This is an optimization exercise on Yosys and OpenROAD, whose aim is small area, a short achievable clock period and few clock cycles per item, not a production implementation. RTL that was checked went through simulation tests only; none was proved equivalent to the original. Power and IR drop assume default switching activity.

== the reference run ==
## signed_integer_to_radix_digits_core
module signed_integer_to_radix_digits_core (
  input  wire logic        clk,
  input  wire logic        rst_n,
  input  wire logic        in_tvalid,
  output logic             in_tready,
  input  wire logic [31:0] in_tdata,      
  output logic             out_tvalid,
  input  wire logic        out_tready,
  output logic [7:0]       out_tdata,     
  output logic             out_tlast,
  input  wire logic        cfg_psel,
  input  wire logic        cfg_penable,
  input  wire logic        cfg_pwrite,
  input  wire logic [4:0]  cfg_paddr,
  input  wire logic [63:0] cfg_pwdata,
  output logic [63:0]      cfg_prdata,
  output logic             cfg_pready
);
Size in the first run: roughly 360 flip-flops, ~180 I/O pins, roughly 26000 µm² of cells after synthesis.
clock: 12.0 ns
lec_check: 0
abc_area: 1
cap_margin: 20
core_margin: 2
core_utilization: 40
slew_margin: 20
standard.sh (not shown) runs the stock make flow with config.mk's settings and CLKGATE_MAP_FILE= SYNTH_SCRIPT=/design/flow/synth_recipe.tcl, a recipe that flattens the netlist after the stock synthesis.
==> flow/flow/run.sh <==
#!/bin/bash
set -euo pipefail
bash standard.sh SETUP_SLACK_MARGIN=6.5 finish > standard_flow.log 2>&1
The reference run completed; timing, DRC and antenna clean
Testbench counts of the reference run, summed over its fixed seeds: cycles 28,469, items 2,048.
Changes in the trial run relative to the reference run:
- ABC_CLOCK_PERIOD_IN_PS now 5000, previously not set
- ABC_AREA now 0, was 1
==> flow/flow/run.sh <==
#!/bin/bash
set -euo pipefail
bash standard.sh SETUP_SLACK_MARGIN=7 finish > standard_flow.log 2>&1
--- outcome ---
- The trial run ends up with a TritonCTS buffer count that is about 4.3% lower than in the reference run.
- Relative to the reference run, total wire length after detailed routing has gone down in the trial run.
- First element of the critical path: rsel_r[2] -> the reference run, u_conv.m_r[31] -> the trial run
- On share of the clock period used by the worst path after layout: between the reference run and the trial run, it ends up higher for the trial run.
- Reported for the reference run and the trial run, count of maximum capacitance violations turned out identical to the last digit.

---

signed_integer_to_radix_digits_core again, from the RTL that the note above started with.
export LEC_CHECK = 0
export ABC_AREA = 1
export CAP_MARGIN = 20
export CORE_MARGIN = 2
export CORE_UTILIZATION = 40
export CTS_BUF_LIST = sky130_fd_sc_hd__clkbuf_8
export SLEW_MARGIN = 20
create_clock -name core_clock -period 12.0 [get_ports {clk}]
==> flow/flow/run.sh <==
#!/bin/bash
set -euo pipefail
bash standard.sh SETUP_SLACK_MARGIN=7 finish > standard_flow.log 2>&1
The baseline produced a clean layout.
Testbench counts at the start, summed over its fixed seeds: cycles 28,469, items 2,048.
Then changed:
CTS_BUF_LIST = default   (was sky130_fd_sc_hd__clkbuf_8)
=> Total power grows by 2.1%. Maximum frequency is about the same. First-iteration DRC count grows by 3.7%. Synthesized area does not change. Cell area grows by 0.87%. Hold slack stays flat. Die area does not change. Global-route usage is about the same. Wire length grows by 0.31%.
Then changed:
CORE_UTILIZATION = 60   (was 40)
PLACE_DENSITY = 0.75   (was default)
Outcome: The changed run completed without violations; cell count fell by 5.9%; worst setup slack degrades by 0.58 ns; area after synthesis does not change.

---

signed_integer_to_radix_digits_core, a different RTL version from the one above (not shown whole).
Size in the first run: ~360 flip-flops, roughly 180 I/O pins, ~25000 sq um of cells after synthesis.
make LEC_CHECK=0 ABC_AREA=1 CAP_MARGIN=20 CORE_MARGIN=2 CORE_UTILIZATION=40 SLEW_MARGIN=20 finish   # period 12.0 ns
run.sh (not shown) runs the stock make flow with config.mk's settings and CLKGATE_MAP_FILE= SYNTH_SCRIPT=/design/flow/synth_recipe.tcl, a recipe that flattens the netlist after the stock synthesis.
Stock flow here: none of the scripts above is used.
Change:
==> flow/flow/run.sh (new file) <==
#!/bin/bash
set -euo pipefail
bash standard.sh SETUP_SLACK_MARGIN=7 finish > standard_flow.log 2>&1
==> flow/standard.sh (new file) <==
#!/bin/bash
# synth_recipe.tcl (not shown) runs the flow's synth.tcl, then flattens the netlist and writes it again
# the make line also repeats each setting of config.mk as NAME=value (left out here)
make -C /OpenROAD-flow-scripts/flow DESIGN_CONFIG=/design/flow/config.mk WORK_HOME=/design/flow/orfs CLKGATE_MAP_FILE= SYNTH_SCRIPT=/design/flow/synth_recipe.tcl "${@:-finish}"
removed: flow/run.sh
Effect: Hold slack barely changes. Clock skew is about the same. Maximum frequency rose by about 20%. Synthesized area is unchanged. Via count rose by about 4.6%. Clock power hardly moves. Flip-flop and latch count stays the same. Sequential power is about the same. Non-clock buffer count rose by 184. Power rose by about 7%.
No run of this note included a check of the RTL's function; only the layout flow was run.

-- re-timing with driven ports --
No port has a modelled driver above. Below, the same layouts with a new extraction and two added sets of constraints.
Step 1 (the two cells are an assumption about what drives the block):
set clk [get_ports {clk}]
set_driving_cell -lib_cell sky130_fd_sc_hd__clkbuf_16 $clk
set_driving_cell -lib_cell sky130_fd_sc_hd__buf_2 [delete_from_list [all_inputs] $clk]
Step 2, shift: input delay + t, output delay - t, t = (earliest + latest rising clock arrival at the registers) / 2. This alone moves slack from input paths to output paths.
Three values: ideal ports, drivers, drivers and shift; two values: the first two.
run | t (ns) | setup slack, ns | hold slack, ns | latest minus earliest clock arrival (ns) | slew at the worst register clock pin (ns)
the reference run | 0.662 | 6.616 / 6.548 / 6.625 | 0.449 / 0.449 / 0.449 | 0.052 / 0.051 | 0.07 / 0.07
the trial run | 0.627 | 5.873 / 5.873 / 5.873 | 0.420 / 0.420 / 0.420 | 0.019 / 0.019 | 0.07 / 0.07
the first run of note 2 | 0.717 | 6.911 / 6.911 / 6.570 | 0.447 / 0.447 / 0.447 | 0.060 / 0.059 | 0.07 / 0.07
the second run of note 2 | 0.663 | 6.925 / 6.925 / 6.626 | 0.449 / 0.449 / 0.449 | 0.055 / 0.055 | 0.07 / 0.07
the third run of note 2 | 0.657 | 6.343 / 6.343 / 6.343 | 0.438 / 0.438 / 0.438 | 0.038 / 0.038 | 0.07 / 0.07
the first run of note 3 | 0.642 | 5.801 / 5.801 / 5.801 | 0.438 / 0.438 / 0.438 | 0.040 / 0.040 | 0.07 / 0.07
the second run of note 3 | 0.645 | 6.841 / 6.841 / 6.841 | 0.438 / 0.438 / 0.438 | 0.042 / 0.041 | 0.07 / 0.07
After both steps setup and hold are still met in every run listed. For the first run of note 2, which loses most, drivers alone change the setup slack by 0.000 ns; drivers and shift together by -0.341 ns.
